Background: an optimization exercise with open tools, aiming at small area, a short achievable clock period and few clock cycles per item. Do not read the settings as production practice. Where RTL was checked, it was by simulation tests only, not by an equivalence proof against the original.

==> job 9320 <==
Design tetris_game, start of the top module:
module tetris_game (
	input logic clk,
	input logic rst_n,
	input logic in_valid,
	input logic [2:0] tetromino,
	input logic [2:0] position,
	output logic score_valid,
	output logic tetris_valid,
	output logic [3:0] score,
	output logic fail,
	output logic [71:0] tetris
);
Settings: LEC_CHECK=0, CAP_MARGIN=20, CORE_MARGIN=2, CORE_UTILIZATION=40, SETUP_SLACK_MARGIN=3, SLEW_MARGIN=20; clock period 11.0 ns.
standard.sh (not shown) runs the stock make flow with config.mk's settings and CLKGATE_MAP_FILE= SYNTH_SCRIPT=/design/flow/synth_recipe.tcl, a recipe that flattens the netlist after the stock synthesis.
==> flow/flow/run.sh <==
#!/bin/bash
# Own flow: the standard layout with two changes.
#  - Yosys's ABC step maps with flow/map.abc (deep AIG resynthesis, then an area-oriented mapping;
#    sizing is left to OpenROAD's repair) in place of ORFS's speed script.
#    Everything else, registers included, is the standard synthesis script.
#  - Port buffers are sky130_fd_sc_hd__buf_1 cells (every port still gets one).
set -euo pipefail
W=$(pwd)
cat > "$W/own_synth.tcl" <<EOT
proc abc {args} {
  set i [lsearch -exact \$args -script]
  if {\$i >= 0} { set args [lreplace \$args \$i [expr {\$i + 1}] -script $W/flow/map.abc] }
  yosys abc {*}\$args
}
source $W/synth_recipe.tcl
EOT
sed "s#$W/synth_recipe.tcl#$W/own_synth.tcl#g" standard.sh > own_standard.sh
grep -q own_synth.tcl own_standard.sh
bash own_standard.sh "BUFFER_PORTS_ARGS=-buffer_cell sky130_fd_sc_hd__buf_1" finish > "$W/flow.log" 2>&1
==> flow/flow/map.abc <==
strash
&get -n
&fraig -x
&put
scorr
dc2
strash
&get -n
&deepsyn -T 40
&put
strash
&get -n
&dch -f
&nf
&put
topo
stime -c
upsize -c
dnsize -c
==> job 4102: changes against job 9320 <==
--- a/flow/design.v
+++ b/flow/design.v
@@ -40,18 +40,17 @@
 			      else if (c == 3'd1) col_mask = 4'b0011;
 			      else if (c == 3'd2) col_mask = 4'b0010;
 		endcase
 	endfunction
 	logic [VIS*COLS-1:0] be;
 	logic [4*COLS-1:0] pm;          
 	logic [3*COLS-1:0] bsel;        
 	logic [16*COLS-1:0] th;         
-	logic [16:0] mgt;               
-	logic [1:0] ptop;               
+	logic [13:0] mgt;               
 	logic [13:1] bhot;              
 	logic [ROWS*COLS-1:0] nb;       
 	logic [ROWS:1] full;
 	logic [5*(ROWS+1)-1:0] ct;
 	logic [5*(ROWS+4)-1:0] pc;
 	logic [4:0] tot;
 	logic f0, f1, f2, f3;
 	logic [VIS*COLS-1:0] outr;      
@@ -59,43 +58,37 @@
 	logic [3:0] score_e, cnt_e;
 	logic fail_new, game_end;
 	always_comb begin
 		be = clr_q ? '0 : ~board_n;
 		score_e = clr_q ? 4'd0 : score_q;
 		cnt_e = clr_q ? 4'd0 : cnt_q;
 		pm = '0;
 		for (int q = 0; q < COLS; q++)
-			if (position == 3'(q))
+			if (in_valid && position == 3'(q))
 				for (int j = q; j < COLS; j++)
 					pm[j*4 +: 4] = col_mask(tetromino, 3'(j - q));
 		for (int j = 0; j < COLS; j++) begin
 			bsel[j*3 + 0] = pm[j*4 + 0];
 			bsel[j*3 + 1] = pm[j*4 + 1] && !pm[j*4 + 0];
 			bsel[j*3 + 2] = pm[j*4 + 2] && !pm[j*4 + 1] && !pm[j*4 + 0];
 		end
-		case (tetromino)
-			3'd0, 3'd4, 3'd7: ptop = 2'd1;
-			3'd1: ptop = 2'd3;
-			3'd2: ptop = 2'd0;
-			default: ptop = 2'd2;
-		endcase
 		th = '0;
 		for (int j = 0; j < COLS; j++) begin
 			th[j*16] = 1'b1;
 			for (int r = VIS; r >= 1; r--)
 				th[j*16 + r] = th[j*16 + r + 1] | be[(r-1)*COLS + j];
 		end
 		mgt = '0;
 		for (int k = 0; k <= VIS; k++)
 			for (int j = 0; j < COLS; j++)
 				for (int b = 0; b < 3; b++)
 					mgt[k] = mgt[k] | (bsel[j*3 + b] & th[j*16 + k + b]);
 		for (int k = 1; k <= 13; k++)
-			bhot[k] = in_valid & mgt[k-1] & !mgt[k];
+			bhot[k] = mgt[k-1] & !mgt[k];
 		for (int r = 1; r <= ROWS; r++)
 			for (int j = 0; j < COLS; j++) begin
 				nb[(r-1)*COLS + j] = (r <= VIS) ? be[(r-1)*COLS + j] : 1'b0;
 				for (int o = 0; o < 4; o++)
 					if (r - o >= 1 && r - o <= 13)
 						nb[(r-1)*COLS + j] = nb[(r-1)*COLS + j] | (bhot[r-o] & pm[j*4 + o]);
 			end
 		for (int r = 1; r <= ROWS; r++)
@@ -119,20 +112,18 @@
 			ct[r*5 +: 5] = (r >= 4 && !mgt[r-3]) ? tot : pc[r*5 +: 5];
 		cleared = {tot[4], tot[2] & !tot[4], (tot[1] & !tot[2]) | (tot[3] & !tot[4])};
 		outr = '0;
 		for (int d = 1; d <= VIS; d++)
 			for (int k = 0; k <= 4; k++)
 				if (!full[d+k] && ct[(d+k)*5 + k] && (k == 4 || !ct[(d+k)*5 + k + 1]))
 					outr[(d-1)*COLS +: COLS] = outr[(d-1)*COLS +: COLS] | nb[(d+k-1)*COLS +: COLS];
 		fail_new = 1'b0;
-		for (int t = 0; t <= 4; t++)
-			for (int p = 0; p < 4; p++)
-				if (tot[t] && (t == 4 || !tot[t+1]) && ptop == 2'(p))
-					fail_new = mgt[12 + t - p] & in_valid;
+		for (int r = VIS + 1; r <= ROWS; r++)
+			fail_new = fail_new | ((|nb[(r-1)*COLS +: COLS]) & !ct[r*5 + r - VIS]);
 		game_end = fail_new || cnt_e == 4'd15;
 	end
 	always_ff @(posedge clk) begin
 		for (int d = 1; d <= VIS; d++)
 			board_n[(d-1)*COLS +: COLS] <= ~outr[(d-1)*COLS +: COLS];
 		case (1'b1)
 			tot[4]: score_q <= score_e + 4'd4;
 			tot[3]: score_q <= score_e + 4'd3;
==> flow/run.sh (new file) <==
#!/bin/bash
# synth_recipe.tcl (not shown) runs the flow's synth.tcl, then flattens the netlist and writes it again
# the make line also repeats each setting of config.mk as NAME=value (left out here)
make -C /OpenROAD-flow-scripts/flow DESIGN_CONFIG=/design/flow/config.mk WORK_HOME=/design/flow/orfs CLKGATE_MAP_FILE= SYNTH_SCRIPT=/design/flow/synth_recipe.tcl finish
Settings changed: CORE_UTILIZATION 40 to 60, SETUP_SLACK_MARGIN 3 to 4.
removed: flow/flow/run.sh
removed: flow/flow/map.abc
removed: flow/standard.sh
==> qor summary <==
Multiplexer share of the synthesized area: job 4102 0.875%; job 9320 1.00%
Total placed cells including tap cells: job 4102 2,364; job 9320 1,883
Compound-cell area share of the yosys netlist: job 4102 42.2%; job 9320 45.4%
Width of the chip: job 4102 155 microns; job 9320 164 microns
Total standard cell area after synthesis: job 4102 0.0136 sq mm; job 9320 0.0102 sq mm
Sequential element share of the synthesized area: job 4102 12.5%; job 9320 16.7%
DP HPWL: job 4102 57,900 microns; job 9320 45,900 microns
Placer Congestion: job 4102 1.23; job 9320 1.03
Yosys top cell area share: job 4102 11.8%; job 9320 15.7%
Number of setup buffers added after CTS: job 4102 238; job 9320 26
Count of warnings emitted by yosys: job 4102 4; job 9320 8
Gate Count Post-Synth: job 4102 2,085; job 9320 1,411
Initial core utilization: job 4102 60.6%; job 9320 40.7%
Standard-cell row count: job 4102 55; job 9320 58
Area share of xor/xnor cells in the synthesized design: job 4102 1.42%; job 9320 0.600%
Result of the run: job 4102 aborted with a tool error; job 9320 no timing/DRC/antenna violations
Failing step: job 4102 5_1_grt; job 9320 -
Adder and majority cell fraction of the synthesized area: job 4102 1.08%; job 9320 1.03%
Post-placement worst setup slack: job 4102 506 ps; job 9320 630 ps
Average cell area after synthesis: job 4102 6.52 sq um; job 9320 7.24 sq um
Share of synthesized cell area in and, or, nand and nor gates: job 4102 34.8%; job 9320 33.7%
Testbench counts of job 9320, summed over its fixed seeds: cycles 3,208, pieces 3,200.
Only the layout flow was run in job 4102; the RTL was not checked for function there.

* * *

==> run B: inputs <==
tetris_game, a different RTL version from the one above (not shown whole).
clock: 11.0 ns
lec_check: 0
cap_margin: 20
core_margin: 2
core_utilization: 30
slew_margin: 20
run.sh (not shown) runs the stock make flow with config.mk's settings and CLKGATE_MAP_FILE= SYNTH_SCRIPT=/design/flow/synth_recipe.tcl, a recipe that flattens the netlist after the stock synthesis.
Stock flow here: none of the scripts above is used.
==> run Z (differences from run B) <==
--- a/flow/design.v
+++ b/flow/design.v
@@ -11,19 +11,20 @@
 	output logic [3:0] score,
 	output logic fail,
 	output logic [71:0] tetris
 );
 	localparam int COLS = 6;
 	localparam int VIS = 12;
 	localparam int ROWS = 16;
-	logic [VIS*COLS-1:0] board;
+	logic [VIS*COLS-1:0] board_n;   
 	logic [3:0] score_q;
 	logic [3:0] cnt_q;
 	logic clr_q;    
 	logic vld_q;
+	logic idle_q;   
 	logic fail_q;
 	function automatic logic [3:0] col_mask(input logic [2:0] s, input logic [2:0] c);
 		col_mask = 4'b0000;
 		case (s)
 			3'd0: if (c < 3'd2) col_mask = 4'b0011;
 			3'd1: if (c == 3'd0) col_mask = 4'b1111;
 			3'd2: if (c < 3'd4) col_mask = 4'b0001;
@@ -53,20 +54,20 @@
 	logic [4:0] tot;
 	logic f0, f1, f2, f3;
 	logic [VIS*COLS-1:0] outr;      
 	logic [2:0] cleared;
 	logic [3:0] score_e, cnt_e;
 	logic fail_new, game_end;
 	always_comb begin
-		be = clr_q ? '0 : board;
+		be = clr_q ? '0 : ~board_n;
 		score_e = clr_q ? 4'd0 : score_q;
 		cnt_e = clr_q ? 4'd0 : cnt_q;
 		pm = '0;
 		for (int q = 0; q < COLS; q++)
-			if (in_valid && position == 3'(q))
+			if (position == 3'(q))
 				for (int j = q; j < COLS; j++)
 					pm[j*4 +: 4] = col_mask(tetromino, 3'(j - q));
 		for (int j = 0; j < COLS; j++) begin
 			bsel[j*3 + 0] = pm[j*4 + 0];
 			bsel[j*3 + 1] = pm[j*4 + 1] && !pm[j*4 + 0];
 			bsel[j*3 + 2] = pm[j*4 + 2] && !pm[j*4 + 1] && !pm[j*4 + 0];
 		end
@@ -78,15 +79,15 @@
 		end
 		mgt = '0;
 		for (int k = 0; k <= VIS; k++)
 			for (int j = 0; j < COLS; j++)
 				for (int b = 0; b < 3; b++)
 					mgt[k] = mgt[k] | (bsel[j*3 + b] & th[j*16 + k + b]);
 		for (int k = 1; k <= 13; k++)
-			bhot[k] = mgt[k-1] & !mgt[k];
+			bhot[k] = in_valid & mgt[k-1] & !mgt[k];
 		for (int r = 1; r <= ROWS; r++)
 			for (int j = 0; j < COLS; j++) begin
 				nb[(r-1)*COLS + j] = (r <= VIS) ? be[(r-1)*COLS + j] : 1'b0;
 				for (int o = 0; o < 4; o++)
 					if (r - o >= 1 && r - o <= 13)
 						nb[(r-1)*COLS + j] = nb[(r-1)*COLS + j] | (bhot[r-o] & pm[j*4 + o]);
 			end
@@ -118,36 +119,38 @@
 		fail_new = 1'b0;
 		for (int r = VIS + 1; r <= ROWS; r++)
 			fail_new = fail_new | ((|nb[(r-1)*COLS +: COLS]) & !ct[r*5 + r - VIS]);
 		game_end = fail_new || cnt_e == 4'd15;
 	end
 	always_ff @(posedge clk) begin
 		for (int d = 1; d <= VIS; d++)
-			board[(d-1)*COLS +: COLS] <= outr[(d-1)*COLS +: COLS];
+			board_n[(d-1)*COLS +: COLS] <= ~outr[(d-1)*COLS +: COLS];
 		case (1'b1)
 			tot[4]: score_q <= score_e + 4'd4;
 			tot[3]: score_q <= score_e + 4'd3;
 			tot[2]: score_q <= score_e + 4'd2;
 			tot[1]: score_q <= score_e + 4'd1;
 			default: score_q <= score_e;
 		endcase
 		cnt_q <= cnt_e + {3'b000, in_valid};
 	end
 	always_ff @(posedge clk or negedge rst_n) begin
 		if (!rst_n) begin
 			clr_q <= 1'b1;
 			vld_q <= 1'b0;
+			idle_q <= 1'b1;
 			fail_q <= 1'b0;
 		end else begin
 			if (in_valid)
 				clr_q <= game_end;
 			vld_q <= in_valid;
+			idle_q <= !in_valid;
 			fail_q <= fail_new;
 		end
 	end
 	assign score_valid = vld_q;
 	assign tetris_valid = vld_q;
 	assign score = score_q & {4{vld_q}};
 	assign fail = fail_q;
-	assign tetris = board & {72{vld_q}};
+	assign tetris = ~(board_n | {72{idle_q}});
 endmodule
 `default_nettype wire
==> flow/flow/run.sh (new file) <==
#!/bin/bash
# Own flow: the standard layout with two changes.
#  - Yosys's ABC step maps with flow/map.abc (deep AIG resynthesis, then a mapping that trades delay for area;
#    sizing is left to OpenROAD's repair) in place of ORFS's speed script.
#    Everything else, registers included, is the standard synthesis script.
#  - Port buffers are sky130_fd_sc_hd__buf_1 cells (every port still gets one).
set -euo pipefail
W=$(pwd)
cat > "$W/own_synth.tcl" <<EOT
proc abc {args} {
  set i [lsearch -exact \$args -script]
  if {\$i >= 0} { set args [lreplace \$args \$i [expr {\$i + 1}] -script $W/flow/map.abc] }
  yosys abc {*}\$args
}
source $W/synth_recipe.tcl
EOT
sed "s#$W/synth_recipe.tcl#$W/own_synth.tcl#g" standard.sh > own_standard.sh
grep -q own_synth.tcl own_standard.sh
bash own_standard.sh "BUFFER_PORTS_ARGS=-buffer_cell sky130_fd_sc_hd__buf_1" finish > "$W/flow.log" 2>&1
==> flow/flow/map.abc (new file) <==
strash
&get -n
&fraig -x
&put
scorr
dc2
strash
&get -n
&deepsyn -T 40
&put
strash
&get -n
&dch -f
&nf -R 200
&put
topo
stime -c
upsize -c
dnsize -c
==> flow/standard.sh (new file) <==
#!/bin/bash
# synth_recipe.tcl (not shown) runs the flow's synth.tcl, then flattens the netlist and writes it again
# the make line also repeats each setting of config.mk as NAME=value (left out here)
make -C /OpenROAD-flow-scripts/flow DESIGN_CONFIG=/design/flow/config.mk WORK_HOME=/design/flow/orfs CLKGATE_MAP_FILE= SYNTH_SCRIPT=/design/flow/synth_recipe.tcl "${@:-finish}"
- CORE_UTILIZATION: 30 -> 40
- SETUP_SLACK_MARGIN: default -> 2
removed: flow/run.sh
==> run R (differences from run B) <==
--- a/flow/design.v
+++ b/flow/design.v
@@ -11,19 +11,20 @@
 	output logic [3:0] score,
 	output logic fail,
 	output logic [71:0] tetris
 );
 	localparam int COLS = 6;
 	localparam int VIS = 12;
 	localparam int ROWS = 16;
-	logic [VIS*COLS-1:0] board;
+	logic [VIS*COLS-1:0] board_n;   
 	logic [3:0] score_q;
 	logic [3:0] cnt_q;
 	logic clr_q;    
 	logic vld_q;
+	logic idle_q;   
 	logic fail_q;
 	function automatic logic [3:0] col_mask(input logic [2:0] s, input logic [2:0] c);
 		col_mask = 4'b0000;
 		case (s)
 			3'd0: if (c < 3'd2) col_mask = 4'b0011;
 			3'd1: if (c == 3'd0) col_mask = 4'b1111;
 			3'd2: if (c < 3'd4) col_mask = 4'b0001;
@@ -53,20 +54,20 @@
 	logic [4:0] tot;
 	logic f0, f1, f2, f3;
 	logic [VIS*COLS-1:0] outr;      
 	logic [2:0] cleared;
 	logic [3:0] score_e, cnt_e;
 	logic fail_new, game_end;
 	always_comb begin
-		be = clr_q ? '0 : board;
+		be = clr_q ? '0 : ~board_n;
 		score_e = clr_q ? 4'd0 : score_q;
 		cnt_e = clr_q ? 4'd0 : cnt_q;
 		pm = '0;
 		for (int q = 0; q < COLS; q++)
-			if (in_valid && position == 3'(q))
+			if (position == 3'(q))
 				for (int j = q; j < COLS; j++)
 					pm[j*4 +: 4] = col_mask(tetromino, 3'(j - q));
 		for (int j = 0; j < COLS; j++) begin
 			bsel[j*3 + 0] = pm[j*4 + 0];
 			bsel[j*3 + 1] = pm[j*4 + 1] && !pm[j*4 + 0];
 			bsel[j*3 + 2] = pm[j*4 + 2] && !pm[j*4 + 1] && !pm[j*4 + 0];
 		end
@@ -78,15 +79,15 @@
 		end
 		mgt = '0;
 		for (int k = 0; k <= VIS; k++)
 			for (int j = 0; j < COLS; j++)
 				for (int b = 0; b < 3; b++)
 					mgt[k] = mgt[k] | (bsel[j*3 + b] & th[j*16 + k + b]);
 		for (int k = 1; k <= 13; k++)
-			bhot[k] = mgt[k-1] & !mgt[k];
+			bhot[k] = in_valid & mgt[k-1] & !mgt[k];
 		for (int r = 1; r <= ROWS; r++)
 			for (int j = 0; j < COLS; j++) begin
 				nb[(r-1)*COLS + j] = (r <= VIS) ? be[(r-1)*COLS + j] : 1'b0;
 				for (int o = 0; o < 4; o++)
 					if (r - o >= 1 && r - o <= 13)
 						nb[(r-1)*COLS + j] = nb[(r-1)*COLS + j] | (bhot[r-o] & pm[j*4 + o]);
 			end
@@ -118,36 +119,38 @@
 		fail_new = 1'b0;
 		for (int r = VIS + 1; r <= ROWS; r++)
 			fail_new = fail_new | ((|nb[(r-1)*COLS +: COLS]) & !ct[r*5 + r - VIS]);
 		game_end = fail_new || cnt_e == 4'd15;
 	end
 	always_ff @(posedge clk) begin
 		for (int d = 1; d <= VIS; d++)
-			board[(d-1)*COLS +: COLS] <= outr[(d-1)*COLS +: COLS];
+			board_n[(d-1)*COLS +: COLS] <= ~outr[(d-1)*COLS +: COLS];
 		case (1'b1)
 			tot[4]: score_q <= score_e + 4'd4;
 			tot[3]: score_q <= score_e + 4'd3;
 			tot[2]: score_q <= score_e + 4'd2;
 			tot[1]: score_q <= score_e + 4'd1;
 			default: score_q <= score_e;
 		endcase
 		cnt_q <= cnt_e + {3'b000, in_valid};
 	end
 	always_ff @(posedge clk or negedge rst_n) begin
 		if (!rst_n) begin
 			clr_q <= 1'b1;
 			vld_q <= 1'b0;
+			idle_q <= 1'b1;
 			fail_q <= 1'b0;
 		end else begin
 			if (in_valid)
 				clr_q <= game_end;
 			vld_q <= in_valid;
+			idle_q <= !in_valid;
 			fail_q <= fail_new;
 		end
 	end
 	assign score_valid = vld_q;
 	assign tetris_valid = vld_q;
 	assign score = score_q & {4{vld_q}};
 	assign fail = fail_q;
-	assign tetris = board & {72{vld_q}};
+	assign tetris = ~(board_n | {72{idle_q}});
 endmodule
 `default_nettype wire
==> flow/flow/run.sh (new file) <==
#!/bin/bash
# Own flow: the standard layout with two changes.
#  - Yosys's ABC step maps with flow/map.abc (deep AIG resynthesis, then an area-oriented mapping;
#    sizing is left to OpenROAD's repair) in place of ORFS's speed script.
#    Everything else, registers included, is the standard synthesis script.
#  - Port buffers are sky130_fd_sc_hd__buf_1 cells (every port still gets one).
set -euo pipefail
W=$(pwd)
cat > "$W/own_synth.tcl" <<EOT
proc abc {args} {
  set i [lsearch -exact \$args -script]
  if {\$i >= 0} { set args [lreplace \$args \$i [expr {\$i + 1}] -script $W/flow/map.abc] }
  yosys abc {*}\$args
}
source $W/synth_recipe.tcl
EOT
sed "s#$W/synth_recipe.tcl#$W/own_synth.tcl#g" standard.sh > own_standard.sh
grep -q own_synth.tcl own_standard.sh
bash own_standard.sh "BUFFER_PORTS_ARGS=-buffer_cell sky130_fd_sc_hd__buf_1" finish > "$W/flow.log" 2>&1
==> flow/flow/map.abc (new file) <==
strash
&get -n
&fraig -x
&put
scorr
dc2
strash
&get -n
&deepsyn -T 40
&put
strash
&get -n
&dch -f
&nf
&put
topo
stime -c
upsize -c
dnsize -c
==> flow/standard.sh (new file) <==
#!/bin/bash
# synth_recipe.tcl (not shown) runs the flow's synth.tcl, then flattens the netlist and writes it again
# the make line also repeats each setting of config.mk as NAME=value (left out here)
make -C /OpenROAD-flow-scripts/flow DESIGN_CONFIG=/design/flow/config.mk WORK_HOME=/design/flow/orfs CLKGATE_MAP_FILE= SYNTH_SCRIPT=/design/flow/synth_recipe.tcl "${@:-finish}"
- CORE_UTILIZATION: 30 -> 40
- CTS_BUF_LIST: default -> sky130_fd_sc_hd__clkbuf_4 sky130_fd_sc_hd__clkbuf_8
- SETUP_SLACK_MARGIN: default -> 3
removed: flow/run.sh
==> run K (differences from run B) <==
--- a/flow/design.v
+++ b/flow/design.v
@@ -44,32 +44,26 @@
 	logic [4*COLS-1:0] pm;          
 	logic [3*COLS-1:0] bsel;        
 	logic [16*COLS-1:0] th;         
 	logic [13:0] mgt;               
 	logic [13:1] bhot;              
 	logic [ROWS*COLS-1:0] nb;       
 	logic [ROWS:1] full;
-	logic [5*(ROWS+1)-1:0] ct;
-	logic [5*(ROWS+4)-1:0] pc;
-	logic [4:0] tot;
-	logic f0, f1, f2, f3;
-	logic [VIS*COLS-1:0] outr;      
+	logic [3*(ROWS+1)-1:0] cbl;     
+	logic [(VIS+1)*COLS-1:0] outr;  
 	logic [2:0] cleared;
 	logic [3:0] score_e, cnt_e;
 	logic fail_new, game_end;
 	always_comb begin
 		be = clr_q ? '0 : board;
 		score_e = clr_q ? 4'd0 : score_q;
 		cnt_e = clr_q ? 4'd0 : cnt_q;
-		pm = '0;
-		for (int q = 0; q < COLS; q++)
-			if (in_valid && position == 3'(q))
-				for (int j = q; j < COLS; j++)
-					pm[j*4 +: 4] = col_mask(tetromino, 3'(j - q));
 		for (int j = 0; j < COLS; j++) begin
+			pm[j*4 +: 4] = (in_valid && 3'(j) >= position)
+				? col_mask(tetromino, 3'(j) - position) : 4'b0000;
 			bsel[j*3 + 0] = pm[j*4 + 0];
 			bsel[j*3 + 1] = pm[j*4 + 1] && !pm[j*4 + 0];
 			bsel[j*3 + 2] = pm[j*4 + 2] && !pm[j*4 + 1] && !pm[j*4 + 0];
 		end
 		th = '0;
 		for (int j = 0; j < COLS; j++) begin
 			th[j*16] = 1'b1;
@@ -86,54 +80,33 @@
 		for (int r = 1; r <= ROWS; r++)
 			for (int j = 0; j < COLS; j++) begin
 				nb[(r-1)*COLS + j] = (r <= VIS) ? be[(r-1)*COLS + j] : 1'b0;
 				for (int o = 0; o < 4; o++)
 					if (r - o >= 1 && r - o <= 13)
 						nb[(r-1)*COLS + j] = nb[(r-1)*COLS + j] | (bhot[r-o] & pm[j*4 + o]);
 			end
-		for (int r = 1; r <= ROWS; r++)
+		cbl[2:0] = 3'd0;
+		for (int r = 1; r <= ROWS; r++) begin
 			full[r] = &nb[(r-1)*COLS +: COLS];
-		for (int r = 1; r <= ROWS + 3; r++) begin
-			f0 = (r <= ROWS) ? full[r] : 1'b0;
-			f1 = (r - 1 >= 1 && r - 1 <= ROWS) ? full[r-1] : 1'b0;
-			f2 = (r - 2 >= 1 && r - 2 <= ROWS) ? full[r-2] : 1'b0;
-			f3 = (r - 3 >= 1 && r - 3 <= ROWS) ? full[r-3] : 1'b0;
-			pc[r*5 + 0] = 1'b1;
-			pc[r*5 + 1] = f0 | f1 | f2 | f3;
-			pc[r*5 + 2] = (f0 & (f1 | f2 | f3)) | (f1 & (f2 | f3)) | (f2 & f3);
-			pc[r*5 + 3] = (f0 & f1 & (f2 | f3)) | (f2 & f3 & (f0 | f1));
-			pc[r*5 + 4] = f0 & f1 & f2 & f3;
+			cbl[r*3 +: 3] = cbl[(r-1)*3 +: 3] + {2'b00, full[r]};
 		end
-		tot = 5'b00001;
-		for (int k = 1; k <= 13; k++)
-			tot = tot | (bhot[k] ? pc[(k+3)*5 +: 5] : 5'b0);
-		ct = '0;
-		for (int r = 1; r <= ROWS; r++)
-			ct[r*5 +: 5] = (r >= 4 && !mgt[r-3]) ? tot : pc[r*5 +: 5];
-		cleared = {tot[4], tot[2] & !tot[4], (tot[1] & !tot[2]) | (tot[3] & !tot[4])};
+		cleared = cbl[ROWS*3 +: 3];
 		outr = '0;
-		for (int d = 1; d <= VIS; d++)
+		for (int d = 1; d <= VIS + 1; d++)
 			for (int k = 0; k <= 4; k++)
-				if (!full[d+k] && ct[(d+k)*5 + k] && (k == 4 || !ct[(d+k)*5 + k + 1]))
-					outr[(d-1)*COLS +: COLS] = outr[(d-1)*COLS +: COLS] | nb[(d+k-1)*COLS +: COLS];
-		fail_new = 1'b0;
-		for (int r = VIS + 1; r <= ROWS; r++)
-			fail_new = fail_new | ((|nb[(r-1)*COLS +: COLS]) & !ct[r*5 + r - VIS]);
+				if (d + k <= ROWS)
+					if (!full[d+k] && cbl[(d+k)*3 +: 3] == k)
+						outr[(d-1)*COLS +: COLS] = outr[(d-1)*COLS +: COLS] | nb[(d+k-1)*COLS +: COLS];
+		fail_new = |outr[VIS*COLS +: COLS];
 		game_end = fail_new || cnt_e == 4'd15;
 	end
 	always_ff @(posedge clk) begin
 		for (int d = 1; d <= VIS; d++)
 			board[(d-1)*COLS +: COLS] <= outr[(d-1)*COLS +: COLS];
-		case (1'b1)
-			tot[4]: score_q <= score_e + 4'd4;
-			tot[3]: score_q <= score_e + 4'd3;
-			tot[2]: score_q <= score_e + 4'd2;
-			tot[1]: score_q <= score_e + 4'd1;
-			default: score_q <= score_e;
-		endcase
+		score_q <= score_e + {1'b0, cleared};
 		cnt_q <= cnt_e + {3'b000, in_valid};
 	end
 	always_ff @(posedge clk or negedge rst_n) begin
 		if (!rst_n) begin
 			clr_q <= 1'b1;
 			vld_q <= 1'b0;
 			fail_q <= 1'b0;
==> out/results.ini <==
[run_status]
run_status=no timing/DRC/antenna violations

[setup_path]
cp_data_arrival_time_ns=9.12

[placed_design]
dp_hpwl_um=39470

[power]
seq_power_share_pct=17.1
p_seq_uw=581

[detailed_routing]
vias=13900

[clock_network]
clk_latency_ns=0.36

[floorplan]
die_w_um=153.4

the above is filed under run Z

==> out/results.ini <==
[run_status]
run_status=no timing/DRC/antenna violations

[power]
p_seq_uw=437
seq_power_share_pct=21.8

[clock_network]
clk_latency_ns=0.38

[placed_design]
post-place-ws_ns=-0.7207

[floorplan]
die_w_um=207.0

[setup_path]
cp_data_arrival_time_ns=10.98

[detailed_routing]
vias=17370

the above is filed under run K

==> out/results.ini <==
[power]
seq_power_share_pct=14.9
p_comb_uw=2980

[detailed_routing]
vias=16040
wl_met2_um=25590
drtIter0Drc=3723

[synth]
postSynthAreaPerCell_um2=7.121

[clock_network]
clk_latency_ns=0.41

[floorplan]
die_w_um=164.8

[placed_design]
dp_hpwl_um=48420

[run_status]
run_status=no timing/DRC/antenna violations

[setup_path]
crit_end=board_n[44]
cp_data_arrival_time_ns=8.34

[layout]
top_regs=board_n (72), cnt_q (4), score_q (4)

the above is filed under run R

==> out/results.ini <==
[power]
p_seq_uw=720
p_int_uw=1671
seq_power_share_pct=15.7

[setup_path]
cp_data_arrival_time_ns=10.48

[timing]
rsz0062_at_grt=false

[floorplan]
die_w_um=218.8

[detailed_routing]
vias=20500

[layout]
signal_buffer_area_fraction_pct=13.80

[run_status]
run_status=no timing/DRC/antenna violations

[placed_design]
dp_hpwl_um=78680

the above is filed under run B

Testbench counts of run B, summed over its fixed seeds: cycles 3,208, pieces 3,200.
Testbench counts of run Z, summed over its fixed seeds: cycles 3,208, pieces 3,200.
Testbench counts of run R, summed over its fixed seeds: cycles 3,208, pieces 3,200.
Testbench counts of run K, summed over its fixed seeds: cycles 3,208, pieces 3,200.

## what the ideal ports hide
The flow's constraints put no driver on any port. The routed layouts listed below were extracted and timed again, unchanged, in two steps. Step 1, drivers: a clkbuf_16 drives clk and a buf_2 each remaining input, both assumed. Step 2 times the ports against the registers' clock, not the clock port: input delays grow and output delays shrink by t, the midpoint of the rising clock arrivals with the driver on. Slacks: ideal ports / drivers / drivers and shift; pairs: ideal ports / drivers.
run	t, ns	setup slack, ns	worst data-port slew with drivers (ns)	pins driven straight from the clock port
job 9320	0.412	3.007 / 3.041 / 2.629	0.03	1
run B	0.423	0.758 / 0.781 / 0.358	0.05	1
run Z	0.398	2.170 / 2.190 / 1.792	0.04	1
run R	0.446	2.916 / 2.940 / 2.495	0.03	1
run K	0.426	0.322 / 0.344 / -0.082	0.04	1
With both steps, setup timing fails in run K, where it was met with ideal ports. For run R, which loses most, drivers alone change the setup slack by +0.024 ns; drivers and shift together by -0.421 ns.
